Background: an optimization exercise with open tools, aiming at small area, a short achievable clock period and few clock cycles. Do not read the settings as production practice. Only simulation tests tie the RTL to the original design; equivalence was not proved. Power and IR drop assume default switching activity.

[design/flow/config.mk]
export PLATFORM = sky130hd
export DESIGN_NAME = gas_chamber_switch_controller
export DESIGN_NICKNAME = gas_chamber_switch_controller
export VERILOG_FILES = /design/flow/design.v
export SDC_FILE = /design/flow/constraint.sdc
export NUM_CORES = 4
export LEC_CHECK = 0
export CAP_MARGIN = 20
export CORE_MARGIN = 2
export CORE_UTILIZATION = 40
export SLEW_MARGIN = 20
[design/flow/constraint.sdc]
create_clock -name core_clock -period 8.0 [get_ports {clk_i}]
set_input_delay 1.6000 -clock core_clock [delete_from_list [all_inputs] [get_ports {clk_i}]]
set_output_delay 1.6000 -clock core_clock [all_outputs]
set_load 0.01 [all_outputs]
[design/flow/design.v]
`default_nettype none
package gcs_pkg;
  localparam int unsigned DIV_W = 21;
  localparam int unsigned DEN_W = 5;
  localparam int unsigned CNT_W = 5;
  localparam logic [3:0] ALL_OPEN_CODE = 4'd15;
  localparam logic [3:0] DUAL_OFFSET   = 4'd3;
  localparam logic [15:0] START_MIN    = 16'hFFFF;
  localparam logic [2:0] MODE_NONE     = 3'd0;
  localparam logic [2:0] MODE_PERIODIC = 3'd1;
  localparam logic [2:0] MODE_ADAPTIVE = 3'd2;
  localparam logic [2:0] MODE_ALL_OPEN = 3'd3;
  localparam logic [2:0] MODE_DUAL     = 3'd4;
  localparam logic CMD_READING = 1'b0;
  localparam logic CMD_FORCED  = 1'b1;
  typedef enum logic [2:0] {
    CFG_STRATEGY_MODE   = 3'd0,
    CFG_MONITORED_TYPE  = 3'd1,
    CFG_MIN_ACTIVE_MS   = 3'd2,
    CFG_DECAY_THRESHOLD = 3'd3,
    CFG_MIN_DIFFERENCE  = 3'd4,
    CFG_CHAMBERS_IN_USE = 3'd5,
    CFG_SENSORS_IN_USE  = 3'd6
  } cfg_idx_e;
  typedef enum logic [4:0] {
    S_IDLE,
    S_DETECT,
    S_A_RD,
    S_A_DT,
    S_A_MEAN,
    S_STRAT,
    S_ADAPT,
    S_AD_CUR,
    S_AD_CMP,
    S_AD_PEAK,
    S_SW_INIT,
    S_SW_RD,
    S_SW_DT,
    S_SW_MEAN,
    S_SW_NEXT,
    S_SW_END,
    S_DIV_GO,
    S_DIV_WAIT,
    S_DONE
  } state_e;
  typedef struct packed {
    logic        command;
    logic [2:0]  chamber_index;
    logic [3:0]  sensor_slot;
    logic [15:0] sensor_type;
    logic [15:0] voltage;
    logic        chamber_active;
    logic        last_reading;
    logic [31:0] now_ms;
  } in_item_t;
  typedef struct packed {
    logic [2:0]  active_chamber;
    logic        active_found;
    logic [15:0] monitored_average;
    logic        send_command;
    logic [3:0]  chamber_command;
  } out_item_t;
  typedef struct packed {
    logic             start;
    logic [DIV_W-1:0] dividend;
    logic [DEN_W-1:0] divisor;
  } div_req_t;
  typedef struct packed {
    logic             done;
    logic [DIV_W-1:0] quotient;
  } div_rsp_t;
endpackage
`default_nettype wire
`default_nettype none
module gcs_div (
  input  wire logic              clk_i,
  input  wire logic              rst_ni,
  input  wire gcs_pkg::div_req_t req_i,
  output gcs_pkg::div_rsp_t      rsp_o
);
  localparam int unsigned DW = gcs_pkg::DIV_W;
  localparam int unsigned NW = gcs_pkg::DEN_W;
  logic [DW-1:0] quo_q, quo_d;
  logic [NW-1:0] rem_q, rem_d;
  logic [NW-1:0] den_q, den_d;
  logic [4:0]    cnt_q, cnt_d;
  logic          busy_q, busy_d;
  logic          done_q, done_d;
  logic [NW:0]   shifted;
  logic [NW:0]   trial;
  always_comb begin
    quo_d   = quo_q;
    rem_d   = rem_q;
    den_d   = den_q;
    cnt_d   = cnt_q;
    busy_d  = busy_q;
    done_d  = 1'b0;
    shifted = {rem_q, quo_q[DW-1]};
    trial   = shifted - {1'b0, den_q};
    if (req_i.start) begin
      quo_d  = req_i.dividend;
      rem_d  = '0;
      den_d  = req_i.divisor;
      cnt_d  = 5'(DW);
      busy_d = 1'b1;
    end else if (busy_q) begin
      if (shifted >= {1'b0, den_q}) begin
        rem_d = trial[NW-1:0];
        quo_d = {quo_q[DW-2:0], 1'b1};
      end else begin
        rem_d = shifted[NW-1:0];
        quo_d = {quo_q[DW-2:0], 1'b0};
      end
      cnt_d = cnt_q - 5'd1;
      if (cnt_q == 5'd1) begin
        busy_d = 1'b0;
        done_d = 1'b1;
      end
    end
  end
  always_ff @(posedge clk_i or negedge rst_ni) begin
    if (!rst_ni) begin
      busy_q <= 1'b0;
      done_q <= 1'b0;
      cnt_q  <= '0;
    end else begin
      busy_q <= busy_d;
      done_q <= done_d;
      cnt_q  <= cnt_d;
    end
  end
  always_ff @(posedge clk_i) begin
    quo_q <= quo_d;
    rem_q <= rem_d;
    den_q <= den_d;
  end
  assign rsp_o.done     = done_q;
  assign rsp_o.quotient = quo_q;
endmodule
`default_nettype wire
`default_nettype none
module gcs_ram #(
  parameter int unsigned WIDTH = 32,
  parameter int unsigned DEPTH = 32
) (
  input  wire logic                     clk_i,
  input  wire logic                     we_i,
  input  wire logic [$clog2(DEPTH)-1:0] waddr_i,
  input  wire logic [WIDTH-1:0]         wdata_i,
  input  wire logic [$clog2(DEPTH)-1:0] raddr_i,
  output logic [WIDTH-1:0]              rdata_o
);
  logic [WIDTH-1:0] mem_q [DEPTH];
  always_ff @(posedge clk_i) begin
    if (we_i) begin
      mem_q[waddr_i] <= wdata_i;
    end
    rdata_o <= mem_q[raddr_i];
  end
endmodule
`default_nettype wire
`default_nettype none
module gas_chamber_switch_controller #(
  parameter int unsigned MAX_CHAMBERS = 4,
  parameter int unsigned MAX_SENSORS  = 8,
  parameter int unsigned WINDOW_DEPTH = 10
) (
  input  wire logic        clk_i,
  input  wire logic        rst_ni,
  input  wire logic        cfg_we_i,
  input  wire logic [2:0]  cfg_idx_i,
  input  wire logic [31:0] cfg_data_i,
  input  wire logic        in_valid_i,
  output logic             in_ready_o,
  input  wire logic        in_command_i,
  input  wire logic [2:0]  in_chamber_index_i,
  input  wire logic [3:0]  in_sensor_slot_i,
  input  wire logic [15:0] in_sensor_type_i,
  input  wire logic [15:0] in_voltage_i,
  input  wire logic        in_chamber_active_i,
  input  wire logic        in_last_reading_i,
  input  wire logic [31:0] in_now_ms_i,
  output logic             out_valid_o,
  input  wire logic        out_ready_i,
  output logic [2:0]       out_active_chamber_o,
  output logic             out_active_found_o,
  output logic [15:0]      out_monitored_average_o,
  output logic             out_send_command_o,
  output logic [3:0]       out_chamber_command_o
);
  gcs_pkg::in_item_t  in_data;
  gcs_pkg::out_item_t out_data;
  assign in_data.command        = in_command_i;
  assign in_data.chamber_index  = in_chamber_index_i;
  assign in_data.sensor_slot    = in_sensor_slot_i;
  assign in_data.sensor_type    = in_sensor_type_i;
  assign in_data.voltage        = in_voltage_i;
  assign in_data.chamber_active = in_chamber_active_i;
  assign in_data.last_reading   = in_last_reading_i;
  assign in_data.now_ms         = in_now_ms_i;
  assign out_active_chamber_o    = out_data.active_chamber;
  assign out_active_found_o      = out_data.active_found;
  assign out_monitored_average_o = out_data.monitored_average;
  assign out_send_command_o      = out_data.send_command;
  assign out_chamber_command_o   = out_data.chamber_command;
  localparam int unsigned DEPTH = MAX_CHAMBERS * MAX_SENSORS;
  localparam int unsigned AW    = $clog2(DEPTH);
  localparam int unsigned DW    = gcs_pkg::DIV_W;
  localparam int unsigned CW    = $clog2(WINDOW_DEPTH + 1);
  gcs_pkg::state_e state_q, state_d, ret_q, ret_d;
  logic [2:0]  mode_q, mode_d;
  logic [15:0] mtype_q, mtype_d;
  logic [31:0] min_ms_q, min_ms_d;
  logic [15:0] decay_q, decay_d;
  logic [15:0] mindiff_q, mindiff_d;
  logic [3:0]  nch_cfg_q, nch_cfg_d;
  logic [4:0]  nsn_cfg_q, nsn_cfg_d;
  logic [7:0]  flags_q, flags_d;
  logic [15:0] rwin_q [WINDOW_DEPTH];
  logic [15:0] rwin_d [WINDOW_DEPTH];
  logic [15:0] pwin_q [WINDOW_DEPTH];
  logic [15:0] pwin_d [WINDOW_DEPTH];
  logic [CW-1:0] rcnt_q, rcnt_d, pcnt_q, pcnt_d;
  logic [DW-1:0] rsum_q, rsum_d, psum_q, psum_d;
  logic [15:0] peak_q, peak_d, cur_q, cur_d;
  logic [31:0] last_q, last_d;
  logic        cmd_q, cmd_d;
  logic [31:0] now_q, now_d;
  logic [2:0]  ac_q, ac_d;
  logic        found_q, found_d;
  logic [4:0]  j_q, j_d;
  logic [3:0]  ch_q, ch_d;
  logic [DW-1:0] sum_q, sum_d;
  logic        match_q, match_d;
  logic [15:0] mval_q, mval_d;
  logic [15:0] reading_q, reading_d;
  logic        tia_q, tia_d;
  logic        forced_q, forced_d, dual_q, dual_d, umean_q, umean_d;
  logic [3:0]  best_q, best_d;
  logic [16:0] minv_q, minv_d;
  logic        send_q, send_d;
  logic [3:0]  code_q, code_d;
  logic [DW-1:0] num_q, num_d;
  logic [gcs_pkg::DEN_W-1:0] den_q, den_d;
  gcs_pkg::out_item_t odata_q, odata_d;
  logic        ovalid_q, ovalid_d;
  logic [3:0]  nch;
  logic [4:0]  nsn;
  logic        in_fire, out_fire, out_free, elapsed_gt;
  logic [31:0] rdata;
  logic [15:0] rd_volt, rd_type;
  logic [7:0]  waddr_full, raddr_full;
  logic [2:0]  rd_ch;
  logic        wr_en;
  logic [2:0]  det_ac;
  logic        det_found;
  logic        j_last;
  gcs_pkg::div_req_t div_req;
  gcs_pkg::div_rsp_t div_rsp;
  always_comb begin
    nch = nch_cfg_q;
    if (nch < 4'd2) nch = 4'd2;
    if (nch > 4'(MAX_CHAMBERS)) nch = 4'(MAX_CHAMBERS);
    nsn = nsn_cfg_q;
    if (nsn < 5'd1) nsn = 5'd1;
    if (nsn > 5'(MAX_SENSORS)) nsn = 5'(MAX_SENSORS);
  end
  assign in_fire    = in_valid_i && in_ready_o;
  assign out_fire   = out_valid_o && out_ready_i;
  assign out_free   = !ovalid_q || out_ready_i;
  assign elapsed_gt = (now_q - last_q) > min_ms_q;
  assign j_last     = (j_q + 5'd1) == nsn;
  assign rd_volt    = rdata[15:0];
  assign rd_type    = rdata[31:16];
  always_comb begin
    det_ac    = 3'd0;
    det_found = 1'b0;
    for (int i = 7; i >= 0; i--) begin
      if (flags_q[i] && (4'(i) < nch)) begin
        det_ac    = 3'(i);
        det_found = 1'b1;
      end
    end
  end
  assign wr_en = in_fire && (in_data.command == gcs_pkg::CMD_READING) &&
                 (4'(in_data.chamber_index) < 4'(MAX_CHAMBERS)) &&
                 (5'(in_data.sensor_slot) < 5'(MAX_SENSORS));
  assign waddr_full = 8'(in_data.chamber_index) * 8'(MAX_SENSORS) +
                      8'(in_data.sensor_slot);
  assign rd_ch      = (state_q == gcs_pkg::S_SW_RD) ? ch_q[2:0] : ac_q;
  assign raddr_full = 8'(rd_ch) * 8'(MAX_SENSORS) + 8'(j_q[3:0]);
  gcs_ram #(.WIDTH(32), .DEPTH(DEPTH)) u_store (
    .clk_i   (clk_i),
    .we_i    (wr_en),
    .waddr_i (waddr_full[AW-1:0]),
    .wdata_i ({in_data.sensor_type, in_data.voltage}),
    .raddr_i (raddr_full[AW-1:0]),
    .rdata_o (rdata)
  );
  gcs_div u_div (
    .clk_i  (clk_i),
    .rst_ni (rst_ni),
    .req_i  (div_req),
    .rsp_o  (div_rsp)
  );
  always_comb begin
    state_d = state_q;
    case (state_q)
      gcs_pkg::S_IDLE: begin
        if (in_fire && ((in_data.command == gcs_pkg::CMD_FORCED) ||
                        in_data.last_reading)) begin
          state_d = gcs_pkg::S_DETECT;
        end
      end
      gcs_pkg::S_DETECT: state_d = gcs_pkg::S_A_RD;
      gcs_pkg::S_A_RD:   state_d = gcs_pkg::S_A_DT;
      gcs_pkg::S_A_DT: begin
        if (!j_last) state_d = gcs_pkg::S_A_RD;
        else if (match_q || (mtype_q != 16'd0 && rd_type == mtype_q)) state_d = gcs_pkg::S_STRAT;
        else state_d = gcs_pkg::S_DIV_GO;
      end
      gcs_pkg::S_A_MEAN: state_d = gcs_pkg::S_STRAT;
      gcs_pkg::S_STRAT: begin
        if (cmd_q == gcs_pkg::CMD_FORCED) begin
          state_d = gcs_pkg::S_SW_INIT;
        end else begin
          case (mode_q)
            gcs_pkg::MODE_ADAPTIVE: state_d = gcs_pkg::S_ADAPT;
            gcs_pkg::MODE_DUAL: begin
              state_d = (ac_q == 3'd0) ? gcs_pkg::S_SW_INIT : gcs_pkg::S_ADAPT;
            end
            default: state_d = gcs_pkg::S_DONE;
          endcase
        end
      end
      gcs_pkg::S_ADAPT:  state_d = gcs_pkg::S_DIV_GO;
      gcs_pkg::S_AD_CUR: state_d = gcs_pkg::S_AD_CMP;
      gcs_pkg::S_AD_CMP: begin
        if (cur_q > peak_q) state_d = gcs_pkg::S_DIV_GO;
        else if ((17'(peak_q) > 17'(cur_q) + 17'(decay_q)) && elapsed_gt)
          state_d = gcs_pkg::S_SW_INIT;
        else state_d = gcs_pkg::S_DONE;
      end
      gcs_pkg::S_AD_PEAK: state_d = gcs_pkg::S_DONE;
      gcs_pkg::S_SW_INIT: state_d = gcs_pkg::S_SW_RD;
      gcs_pkg::S_SW_RD:   state_d = gcs_pkg::S_SW_DT;
      gcs_pkg::S_SW_DT: begin
        if (!j_last) state_d = gcs_pkg::S_SW_RD;
        else if (umean_q) state_d = gcs_pkg::S_DIV_GO;
        else state_d = gcs_pkg::S_SW_NEXT;
      end
      gcs_pkg::S_SW_MEAN: state_d = gcs_pkg::S_SW_NEXT;
      gcs_pkg::S_SW_NEXT: begin
        state_d = ((ch_q + 4'd1) < nch) ? gcs_pkg::S_SW_RD : gcs_pkg::S_SW_END;
      end
      gcs_pkg::S_SW_END: state_d = gcs_pkg::S_DONE;
      gcs_pkg::S_DIV_GO: state_d = gcs_pkg::S_DIV_WAIT;
      gcs_pkg::S_DIV_WAIT: begin
        if (div_rsp.done) state_d = ret_q;
      end
      gcs_pkg::S_DONE: begin
        if (out_free) state_d = gcs_pkg::S_IDLE;
      end
      default: state_d = gcs_pkg::S_IDLE;
    endcase
  end
  always_comb begin
    in_ready_o       = (state_q == gcs_pkg::S_IDLE);
    out_valid_o      = ovalid_q;
    out_data       = odata_q;
    div_req.start    = (state_q == gcs_pkg::S_DIV_GO);
    div_req.dividend = num_q;
    div_req.divisor  = den_q;
  end
  always_comb begin
    logic [16:0] mean17;
    logic [3:0]  nxt;
    mean17    = {1'b0, div_rsp.quotient[15:0]};
    nxt       = 4'd0;
    mode_d    = mode_q;
    mtype_d   = mtype_q;
    min_ms_d  = min_ms_q;
    decay_d   = decay_q;
    mindiff_d = mindiff_q;
    nch_cfg_d = nch_cfg_q;
    nsn_cfg_d = nsn_cfg_q;
    flags_d   = flags_q;
    for (int i = 0; i < WINDOW_DEPTH; i++) begin
      rwin_d[i] = rwin_q[i];
      pwin_d[i] = pwin_q[i];
    end
    rcnt_d    = rcnt_q;
    pcnt_d    = pcnt_q;
    rsum_d    = rsum_q;
    psum_d    = psum_q;
    peak_d    = peak_q;
    cur_d     = cur_q;
    last_d    = last_q;
    cmd_d     = cmd_q;
    now_d     = now_q;
    ac_d      = ac_q;
    found_d   = found_q;
    j_d       = j_q;
    ch_d      = ch_q;
    sum_d     = sum_q;
    match_d   = match_q;
    mval_d    = mval_q;
    reading_d = reading_q;
    tia_d     = tia_q;
    forced_d  = forced_q;
    dual_d    = dual_q;
    umean_d   = umean_q;
    best_d    = best_q;
    minv_d    = minv_q;
    send_d    = send_q;
    code_d    = code_q;
    num_d     = num_q;
    den_d     = den_q;
    ret_d     = ret_q;
    odata_d   = odata_q;
    ovalid_d  = ovalid_q && !out_fire;
    if (cfg_we_i) begin
      case (cfg_idx_i)
        gcs_pkg::CFG_STRATEGY_MODE:   mode_d    = cfg_data_i[2:0];
        gcs_pkg::CFG_MONITORED_TYPE:  mtype_d   = cfg_data_i[15:0];
        gcs_pkg::CFG_MIN_ACTIVE_MS:   min_ms_d  = cfg_data_i;
        gcs_pkg::CFG_DECAY_THRESHOLD: decay_d   = cfg_data_i[15:0];
        gcs_pkg::CFG_MIN_DIFFERENCE:  mindiff_d = cfg_data_i[15:0];
        gcs_pkg::CFG_CHAMBERS_IN_USE: nch_cfg_d = cfg_data_i[3:0];
        gcs_pkg::CFG_SENSORS_IN_USE:  nsn_cfg_d = cfg_data_i[4:0];
        default: ;
      endcase
    end
    case (state_q)
      gcs_pkg::S_IDLE: begin
        if (in_fire) begin
          cmd_d = in_data.command;
          now_d = in_data.now_ms;
          if (in_data.command == gcs_pkg::CMD_READING) begin
            flags_d[in_data.chamber_index] = in_data.chamber_active;
          end
        end
      end
      gcs_pkg::S_DETECT: begin
        ac_d    = det_ac;
        found_d = det_found;
        j_d     = 5'd0;
        sum_d   = '0;
        match_d = 1'b0;
        send_d  = 1'b0;
        code_d  = 4'd0;
      end
      gcs_pkg::S_A_DT: begin
        sum_d = sum_q + DW'(rd_volt);
        j_d   = j_q + 5'd1;
        if (!match_q && mtype_q != 16'd0 && rd_type == mtype_q) begin
          match_d = 1'b1;
          mval_d  = rd_volt;
        end
        if (j_last) begin
          if (match_d) begin
            reading_d = match_q ? mval_q : rd_volt;
            tia_d     = 1'b1;
          end else begin
            tia_d = 1'b0;
            num_d = sum_q + DW'(rd_volt);
            den_d = nsn;
            ret_d = gcs_pkg::S_A_MEAN;
          end
        end
      end
      gcs_pkg::S_A_MEAN: reading_d = div_rsp.quotient[15:0];
      gcs_pkg::S_STRAT: begin
        forced_d = 1'b0;
        dual_d   = 1'b0;
        if (cmd_q == gcs_pkg::CMD_FORCED) begin
          forced_d = 1'b1;
        end else begin
          case (mode_q)
            gcs_pkg::MODE_PERIODIC: begin
              if (elapsed_gt) begin
                nxt = 4'(ac_q) + 4'd1;
                if (nxt >= nch) nxt = 4'd0;
                send_d = 1'b1;
                code_d = nxt;
                last_d = now_q;
              end
            end
            gcs_pkg::MODE_ALL_OPEN: begin
              send_d = 1'b1;
              code_d = gcs_pkg::ALL_OPEN_CODE;
            end
            gcs_pkg::MODE_DUAL: begin
              dual_d   = 1'b1;
              forced_d = (ac_q == 3'd0);
            end
            default: ;
          endcase
        end
      end
      gcs_pkg::S_ADAPT: begin
        if (rcnt_q == CW'(WINDOW_DEPTH)) begin
          for (int i = 0; i < WINDOW_DEPTH - 1; i++) rwin_d[i] = rwin_q[i+1];
          rwin_d[WINDOW_DEPTH-1] = reading_q;
          rsum_d = rsum_q - DW'(rwin_q[0]) + DW'(reading_q);
        end else begin
          for (int i = 0; i < WINDOW_DEPTH; i++) begin
            if (rcnt_q == CW'(i)) rwin_d[i] = reading_q;
          end
          rcnt_d = rcnt_q + CW'(1);
          rsum_d = rsum_q + DW'(reading_q);
        end
        num_d = rsum_d;
        den_d = gcs_pkg::DEN_W'(rcnt_d);
        ret_d = gcs_pkg::S_AD_CUR;
      end
      gcs_pkg::S_AD_CUR: cur_d = div_rsp.quotient[15:0];
      gcs_pkg::S_AD_CMP: begin
        if (cur_q > peak_q) begin
          if (pcnt_q == CW'(WINDOW_DEPTH)) begin
            for (int i = 0; i < WINDOW_DEPTH - 1; i++) pwin_d[i] = pwin_q[i+1];
            pwin_d[WINDOW_DEPTH-1] = reading_q;
            psum_d = psum_q - DW'(pwin_q[0]) + DW'(reading_q);
          end else begin
            for (int i = 0; i < WINDOW_DEPTH; i++) begin
              if (pcnt_q == CW'(i)) pwin_d[i] = reading_q;
            end
            pcnt_d = pcnt_q + CW'(1);
            psum_d = psum_q + DW'(reading_q);
          end
          num_d = psum_d;
          den_d = gcs_pkg::DEN_W'(pcnt_d);
          ret_d = gcs_pkg::S_AD_PEAK;
        end
      end
      gcs_pkg::S_AD_PEAK: peak_d = div_rsp.quotient[15:0];
      gcs_pkg::S_SW_INIT: begin
        ch_d    = dual_q ? 4'd1 : 4'd0;
        best_d  = ch_d;
        umean_d = dual_q ? (mtype_q == 16'd0) : ((mtype_q == 16'd0) || !tia_q);
        minv_d  = umean_d ? 17'h10000 : {1'b0, gcs_pkg::START_MIN};
        j_d     = 5'd0;
        sum_d   = '0;
      end
      gcs_pkg::S_SW_DT: begin
        j_d = j_q + 5'd1;
        if (umean_q) begin
          sum_d = sum_q + DW'(rd_volt);
          if (j_last) begin
            num_d = sum_d;
            den_d = nsn;
            ret_d = gcs_pkg::S_SW_MEAN;
          end
        end else if (rd_type == mtype_q && {1'b0, rd_volt} < minv_q) begin
          minv_d = {1'b0, rd_volt};
          best_d = ch_q;
        end
      end
      gcs_pkg::S_SW_MEAN: begin
        if (mean17 < minv_q) begin
          minv_d = mean17;
          best_d = ch_q;
        end
      end
      gcs_pkg::S_SW_NEXT: begin
        ch_d  = ch_q + 4'd1;
        j_d   = 5'd0;
        sum_d = '0;
      end
      gcs_pkg::S_SW_END: begin
        if (forced_q || ((17'(cur_q) > minv_q) &&
                         ((17'(cur_q) - minv_q) > 17'(mindiff_q)))) begin
          send_d = 1'b1;
          code_d = best_q + (dual_q ? gcs_pkg::DUAL_OFFSET : 4'd0);
          last_d = now_q;
          peak_d = 16'd0;
          pcnt_d = '0;
          psum_d = '0;
        end
      end
      gcs_pkg::S_DONE: begin
        if (out_free) begin
          ovalid_d                  = 1'b1;
          odata_d.active_chamber    = ac_q;
          odata_d.active_found      = found_q;
          odata_d.monitored_average = cur_q;
          odata_d.send_command      = send_q;
          odata_d.chamber_command   = send_q ? code_q : 4'd0;
        end
      end
      default: ;
    endcase
  end
  always_ff @(posedge clk_i or negedge rst_ni) begin
    if (!rst_ni) begin
      state_q   <= gcs_pkg::S_IDLE;
      ret_q     <= gcs_pkg::S_IDLE;
      mode_q    <= gcs_pkg::MODE_NONE;
      mtype_q   <= '0;
      min_ms_q  <= '0;
      decay_q   <= '0;
      mindiff_q <= '0;
      nch_cfg_q <= 4'd4;
      nsn_cfg_q <= 5'd8;
      flags_q   <= '0;
      rcnt_q    <= '0;
      pcnt_q    <= '0;
      rsum_q    <= '0;
      psum_q    <= '0;
      peak_q    <= '0;
      cur_q     <= '0;
      last_q    <= '0;
      ovalid_q  <= 1'b0;
    end else begin
      state_q   <= state_d;
      ret_q     <= ret_d;
      mode_q    <= mode_d;
      mtype_q   <= mtype_d;
      min_ms_q  <= min_ms_d;
      decay_q   <= decay_d;
      mindiff_q <= mindiff_d;
      nch_cfg_q <= nch_cfg_d;
      nsn_cfg_q <= nsn_cfg_d;
      flags_q   <= flags_d;
      rcnt_q    <= rcnt_d;
      pcnt_q    <= pcnt_d;
      rsum_q    <= rsum_d;
      psum_q    <= psum_d;
      peak_q    <= peak_d;
      cur_q     <= cur_d;
      last_q    <= last_d;
      ovalid_q  <= ovalid_d;
    end
  end
  always_ff @(posedge clk_i) begin
    for (int i = 0; i < WINDOW_DEPTH; i++) begin
      rwin_q[i] <= rwin_d[i];
      pwin_q[i] <= pwin_d[i];
    end
    cmd_q     <= cmd_d;
    now_q     <= now_d;
    ac_q      <= ac_d;
    found_q   <= found_d;
    j_q       <= j_d;
    ch_q      <= ch_d;
    sum_q     <= sum_d;
    match_q   <= match_d;
    mval_q    <= mval_d;
    reading_q <= reading_d;
    tia_q     <= tia_d;
    forced_q  <= forced_d;
    dual_q    <= dual_d;
    umean_q   <= umean_d;
    best_q    <= best_d;
    minv_q    <= minv_d;
    send_q    <= send_d;
    code_q    <= code_d;
    num_q     <= num_d;
    den_q     <= den_d;
    odata_q   <= odata_d;
  end
endmodule
`default_nettype wire
[design/flow/run.sh]
#!/bin/bash
# synth_recipe.tcl (not shown) runs the flow's synth.tcl, then flattens the netlist and writes it again
# the make line also repeats each setting of config.mk as NAME=value (left out here)
make -C /OpenROAD-flow-scripts/flow DESIGN_CONFIG=/design/flow/config.mk WORK_HOME=/design/flow/orfs CLKGATE_MAP_FILE= SYNTH_SCRIPT=/design/flow/synth_recipe.tcl finish
==> run notes <==
## final timing paths
kind,endpoint,from,slack (ns)
setup / recovery,last_q[4],now_q[0],1.89
hold / removal,u_div.den_q[3],den_q[3],0.42
setup reg to reg,last_q[4],now_q[0],1.89
hold reg to reg,u_div.den_q[3],den_q[3],0.42
max in group asynchronous,mindiff_q[3],rst_ni,5.83
min in group asynchronous,rsum_q[6],rst_ni,0.74
## area by class of cell
cell class,instances,area [um2]
Timing Repair Buffer,239,2420
Inverter,304,1140
Antenna cell,8,20.0
Tap cell,2688,3360
Sequential cell,1815,53000
Multi-Input combinational cell,3417,27300
Fill cell,17900,111000
Clock inverter,98,950
Clock buffer,246,5160
## per-layer routing
metal,part of all wire,up-vias
li1,-,22400
met1,0.44,25300
met2,0.48,1274
met3,0.049,282
met4,0.029,0
met5,0,-
## power by group through the flow
stage	Sequential [mW]	Combinational [mW]	Clock (mW)
after CTS	11.8	10.2	8.78
after floorplan	11.6	6.62	0
final	11.8	10.2	8.63
after global placement	12.0	10.0	0
after global routing	11.9	11.0	9.16
after detailed placement	12.0	10.1	0
## metrics by stage
stage	utilization	std cells
5_1_grt	0.457	8811
6_report	0.457	8815
4_1_cts	0.456	8799
2_1_floorplan	-	5769
3_3_place_gp	0.424	8440
3_5_place_dp	0.426	8455
## state kept, by name, indices dropped and copies added (netlist names), 17 cells and up
name and count:
odata_q 25, last_q 32, min_ms_q 32, rsum_q 21, u_store.rdata_o 32, rwin_q 160, u_store.mem_q 1024, u_div.quo_q 21
pwin_q 160, minv_q 17, now_q 32, sum_q 21, psum_q 21, num_q 21
## logic make-up (layout without fill, tap and decap cells)
logic type | after synthesis | in the layout
flip-flops | 1815 | 1815
multiplexers | 502 | 502
XOR/XNOR | 173 | 173
buffers and inverters | 537 | 887
AO/OA/AOI/OAI | 1385 | 1385
other | 2 | 12
adder cells (fa/ha/maj) | 342 | 342
AND/OR/NAND/NOR | 1011 | 1011
## layout by cell type, fill, tap and decap left out, types with 29 or more instances in the layout
master and instances:
a21o_1 383, nand2b_1 40, mux2i_1 216, buf_2 30, ha_1 301, nor2_1 239, o22ai_1 54, o21ai_0 271
nand3_1 52, inv_1 302, mux2_4 30, xor2_1 78, clkinv_1 38, xnor2_1 94, mux4_2 128, o221ai_1 110
fa_1 40, nand2_1 394, clkdlybuf4s50_1 108, nor3_1 45, a211oi_1 32, nor2_4 34, o21a_1 31, dfrtp_1 225
nand4_1 30, clkbuf_16 192, clkinv_2 29, buf_4 70, edfxtp_1 1551, mux2_2 128, a21oi_1 292, dfxtp_1 37
clkbuf_1 39
==> results by group <==
STA
  – Final min period: 6.11 ns
  – Max-slew headroom: 0.259
  – Final WS setup: 1.89 ns
  – Slew @ Worst Pin: 1.11 ns
  – Final hold vios: 0
  – Fmax achieved: 164 MHz
  – Min Hold Slack: 0.419 ns
  – Setup TNS: 0 ns
  – # setup viols final: 0
  – Clock Skews: 0.0787 ns
  – RSZ-0062 raised after global routing: no
  – Slew Limit Fails: 0
  – Tcrit/Tclk final: 0.764

Floorplanning
  – Die Span Y: 457 um
  – Die width: 457 um
  – Core box area: 204000 um2
  – Initial Utilization: 0.401
  – Top Ports: 141
  – Die area: 209000 um2
  – Row count: 166

Power
  – Clock Power Share: 0.282
  – Switch share: 0.355
  – Design Power: 30.6 mW
  – P_sw: 10.9 mW
  – Internal power: 19.7 mW
  – Cell leakage power: 35.2 nW
  – Combinational power share: 0.332
  – Worst VDD drop: 0.232 mV
  – PD cells: 328 nW/um2
  – Part of the power in registers: 0.386

Critical path
  – Type of the worst setup path: flop to flop
  – Critical path's slowest cell: o41a_4
  – CP max FO: 32
  – CP max stage delay: 0.75 ns
  – CP Depth: 22
  – CP required: 8.75 ns
  – Buffers and inverters on the worst path: 3
  – Arrival @ worst endpoint: 6.86 ns
  – CP startpoint kind: flop
  – Delay-heaviest family, CP: compound AO/OA/AOI/OAI gates
  – Worst reg2reg path depth: 22
  – Worst-path cell chain: inv_1 > ha_1 > inv_1 > fa_1 > a21oi_1 > o211ai_1 > a31oi_1 > a22oi_1 > a41oi_1 > a21oi_1 > a211o_1 > a21oi_1 > xnor2_1 > ha_1 > nand4_1 > or2_1 > nor4_2 > inv_1 > a31oi_1 > o21ai_1 > o41a_4 > mux2_4
  – Worst setup EP type: flop

Global route
  – M2 GR Usage: 0.339
  – Largest net degree at the start of global routing: 193
  – GRT met1 Usage: 0.281
  – Vias in the first global route: 48400
  – GRT Total Usage: 0.205
  – GR Overflow Total: 0
  – M3 GR Usage: 0.0277
  – Initial antenna violation count: 8
  – First-pass GRT wire length: 322 mm
  – Most Crowded Layer GR: met2

Clocking
  – Skew-Pair Late Insertion Delay: 0.85 ns
  – TritonCTS sink count: 1815
  – Clk slew on worst S/H paths: 0.06 ns
  – Worst-case clock buffer depth: 3
  – CTS tree: done
  – Clock buffer count from CTS: 187
  – Cts repair resizes: 0
  – Post-CTS Hold Buffers: 0
  – H-tree level count: 4
  – Post-CTS setup buffer count: 0
  – Clock tree root buffer cell: clkbuf_16

Placement
  – GP Congestion: 0.862
  – Post-Place Setup Slack: 1.89 ns
  – PortBufs: 140
  – Area after DPL: 87000 um2
  – Post-DP HPWL: 144 mm

Final layout
  – Syn-to-layout area delta: 13.9%
  – Final net count: 6420
  – Layout cells sized above 1: 0.128
  – Final Cell Area: 93300 um2

Synthesis
  – Post-synth EDFFs: 1551
  – Simple-Gate Fraction of Synth Area: 0.0564
  – Leading cell types by count after synthesis: edfxtp_1 (1551), nand2_1 (395), a21o_1 (383)
  – Adder-cell share of the synthesized area: 0.0559
  – Top cell type's share of synthesized area: 0.568
  – Synth area leader: edfxtp_1
  – Seq/Total Area, Yosys: 0.647
  – Mux share of post-synthesis cell area: 0.0846
  – Mean area per synthesized cell: 14.2 um2
  – Post-synthesis cell count: 5767
  – Largest family of logic cells by synthesized area: compound AO/OA/AOI/OAI gates
  – Yosys cell types: 95
  – Register bit total from synthesis: 1815
  – Synth Area in Compound Gates: 0.112
  – Yosys Warn Count: 7
  – Count leader, synth: edfxtp_1
  – Top FF cell, synth: edfxtp_1
  – Netlist Area Pre-Place: 82000 um2
  – Synth Area in XOR/XNOR: 0.0185
  – Fraction of registers with async set/reset: 0.125
  – Synth top area cells: edfxtp_1 (57%), dfrtp_1 (6.9%), ha_1 (4.6%), mux4_2 (3.5%), a21o_1 (3.5%)

Outcome
  – Status: complete, no violations

Hold path
  – Cells on Worst Hold Path: 0
  – Hold Path Class: flop to flop

Detailed routing
  – Initial DRC count: 4533
  – Routed WL per cell: 24.6 um
  – Drt pass-1 iters: 6
  – DRT antenna net count: 0
  – Routed wire length: 217 mm
  – Number of remaining DRC errors: 0
  – Vias: 49200
  – Vias/cell: 5.58

Flow run
  – Maxcap violations: 0
Testbench counts, summed over its fixed seeds: cycles 81,848.

==> afterwards: timing with drivers on the ports <==
How much do the figures lean on ideal ports? The routed layout below was timed once more, with nothing changed but the port constraints. Step 1, drivers: a clkbuf_16 drives clk_i and a buf_2 each remaining input, both assumed. Step 2 adds t to the input delays and takes it off the output delays; t is the mean of the earliest and latest rising clock arrival at the registers after step 1. Input paths then give back, and output paths get back, about the clock's delay inside the block. a / b / c = no drivers / after step 1 / after step 2; a / b = the first two.
t, ns: 0.905
slack for setup (ns): 1.887 / 1.887 / 1.887
clock arrival spread, ns: 0.093 / 0.093
worst slew at a driven data input, ns: 0.15
After both steps this run still meets setup and hold. The setup slack of this run moves by 0.000 ns with the drivers and by 0.000 ns with both steps.
